This is an optimization exercise on Yosys and OpenROAD, whose aim is small area, a short achievable clock period and few clock cycles, not a production implementation.
Where RTL was checked, it was by simulation tests only, not by an equivalence proof against the original.
Power and IR drop assume default switching activity.

Design log_record_deframer_core, start of the top module:
module log_record_deframer_core #(
    parameter int unsigned QDEPTH = 2
) (
    input  logic                          i_clk,
    input  logic                          i_rst_n,
    input  logic                          i_cfg_wr_en,
    input  logic [lrd_pkg::CFG_IDX_W-1:0] i_cfg_index,
    input  logic [31:0]                   i_cfg_wr_data,
    input  logic                          i_valid,
    output logic                          o_stall,
    input  logic                          i_func,
    input  logic [7:0]                    i_log_byte,
    output logic                          o_valid,
    input  logic                          i_stall,
    output logic [2:0]                    o_kind,
    output logic [7:0]                    o_payload_byte,
    output logic [63:0]                   o_sequence_res,
    output logic                          o_tombstone,
    output logic [31:0]                   o_key_length,
    output logic [31:0]                   o_value_length,
    output logic                          o_last
);
Size: ~390 flip-flops, about 190 I/O pins, about 21,000 sq um of cells after synthesis.
export LEC_CHECK = 0
export CAP_MARGIN = 20
export CORE_MARGIN = 2
export CORE_UTILIZATION = 40
export CTS_CLUSTER_DIAMETER = 100
export CTS_CLUSTER_SIZE = 25
export SLEW_MARGIN = 20
create_clock -name core_clock -period 10.0 [get_ports {i_clk}]
standard.sh (not shown) runs the stock make flow with config.mk's settings and CLKGATE_MAP_FILE= SYNTH_SCRIPT=/design/flow/synth_recipe.tcl, a recipe that flattens the netlist after the stock synthesis.
==> flow/flow/run.sh <==
#!/bin/bash
# Standard layout with two changes: the port buffers are the smallest buffer cell
# (buf_1) instead of the default pick, and repair_timing aims for more setup slack than
# the flow settings allow. Every input and output port still gets its own buffer; the
# clock period and constraints are the standard flow's.
set -euo pipefail
export BUFFER_PORTS_ARGS="-buffer_cell sky130_fd_sc_hd__buf_1"
export SETUP_SLACK_MARGIN=6.5
bash standard.sh > standard_flow.log 2>&1
The starting point completed without violations.
Next try:
==> flow/flow/run.sh (replaced) <==
#!/bin/bash
# Standard layout, but the port buffers are the smallest buffer cell (buf_1) instead of
# the default pick; every input and output port still gets its own buffer.
set -euo pipefail
export BUFFER_PORTS_ARGS="-buffer_cell sky130_fd_sc_hd__buf_1"
bash standard.sh > standard_flow.log 2>&1
- SETUP_SLACK_MARGIN: not set -> 5
The changed run finished clean.
Final area drops by 6.0%.
Wire length drops by 2.4%.
Flip-flop and latch count does not change.
Utilization drops by 2.9 points.
Via count drops by 2.5%.
Non-clock buffer count drops by 53.
Function was not checked in any run of this note: the RTL went through the layout flow alone.

* * *

Another version of the RTL of log_record_deframer_core (not shown whole).
For scale: ~1800 cells after synthesis, roughly 380 flip-flops, roughly 190 I/O pins.
clock: 10.0 ns
lec_check: 0
cap_margin: 20
core_margin: 2
core_utilization: 40
cts_cluster_diameter: 100
cts_cluster_size: 25
slew_margin: 20
==> flow/flow/run.sh <==
#!/bin/bash
# Standard layout with two changes: the port buffers are the smallest buffer cell
# (buf_1) instead of the default pick, and repair_timing aims for more setup slack than
# the flow settings allow. Every input and output port still gets its own buffer; the
# clock period and constraints are the standard flow's.
set -euo pipefail
export BUFFER_PORTS_ARGS="-buffer_cell sky130_fd_sc_hd__buf_1"
export SETUP_SLACK_MARGIN=6.0
bash standard.sh > standard_flow.log 2>&1
Testbench counts at the start, summed over its fixed seeds: cycles 22,746.
Rerun with:
--- a/flow/flow/run.sh
+++ b/flow/flow/run.sh
@@ -8 +8 @@
-export SETUP_SLACK_MARGIN=6.0
+export SETUP_SLACK_MARGIN=6.8
What happened:
- worst setup slack gets better by 58 ps
- wire length grows by a few percent
- hold slack barely changes
- total power rose by a few percent
- cell count went up by a few percent
- area after synthesis stays the same
- clock power went up by a few percent
- combinational power goes up by roughly a tenth
- final area grows by a few percent
- critical path depth came out lower by 1
- core utilization climbs by 2.9 points
Rerun with:
--- a/flow/flow/run.sh
+++ b/flow/flow/run.sh
@@ -8 +8 @@
-export SETUP_SLACK_MARGIN=6.8
+export SETUP_SLACK_MARGIN=6.0
PLACE_DENSITY = 0.8   (was unset)
The changed run went through all stages and came out clean.
Setup slack is better by 17 ps.
Power drops by about 0.6%.
Synthesized cell count is unchanged.
Register-to-register slack is better by 20 ps.
Sequential share of layout area climbs by 2.1 points.
Die area does not change.
Fmax climbs by about 0.4%.

-- port drivers added, routing unchanged --
In the flow no input, the clock included, has a driving cell. The finished layouts below were timed again as built, in two steps. Step 1, drivers: a clkbuf_16 drives i_clk and a buf_2 each remaining input, both assumed. Step 2 moves the port delays by t, midway between the first and last clock arrival at a register: inputs arrive t later, outputs are due t later. That takes back most of the time a late clock gives input paths. Slacks: ideal / step 1 / step 2; pairs: ideal / step 1.
run	shift t [ns]	setup slack, ns	hold slack, ns	worst setup path after step 2	worst data-port slew with drivers (ns)
the first run of note 1	0.631	5.784 / 5.784 / 5.784	0.468 / 0.468 / 0.468	register to register	0.11
the second run of note 1	0.617	5.260 / 5.260 / 5.260	0.468 / 0.468 / 0.468	register to register	0.08
the first run of note 2	0.601	5.769 / 5.769 / 5.769	0.469 / 0.469 / 0.469	register to register	0.06
the second run of note 2	0.611	5.827 / 5.827 / 5.827	0.469 / 0.469 / 0.469	register to register	0.06
the third run of note 2	0.603	5.844 / 5.844 / 5.844	0.466 / 0.466 / 0.466	register to register	0.07
After both steps every run listed still meets setup and hold.
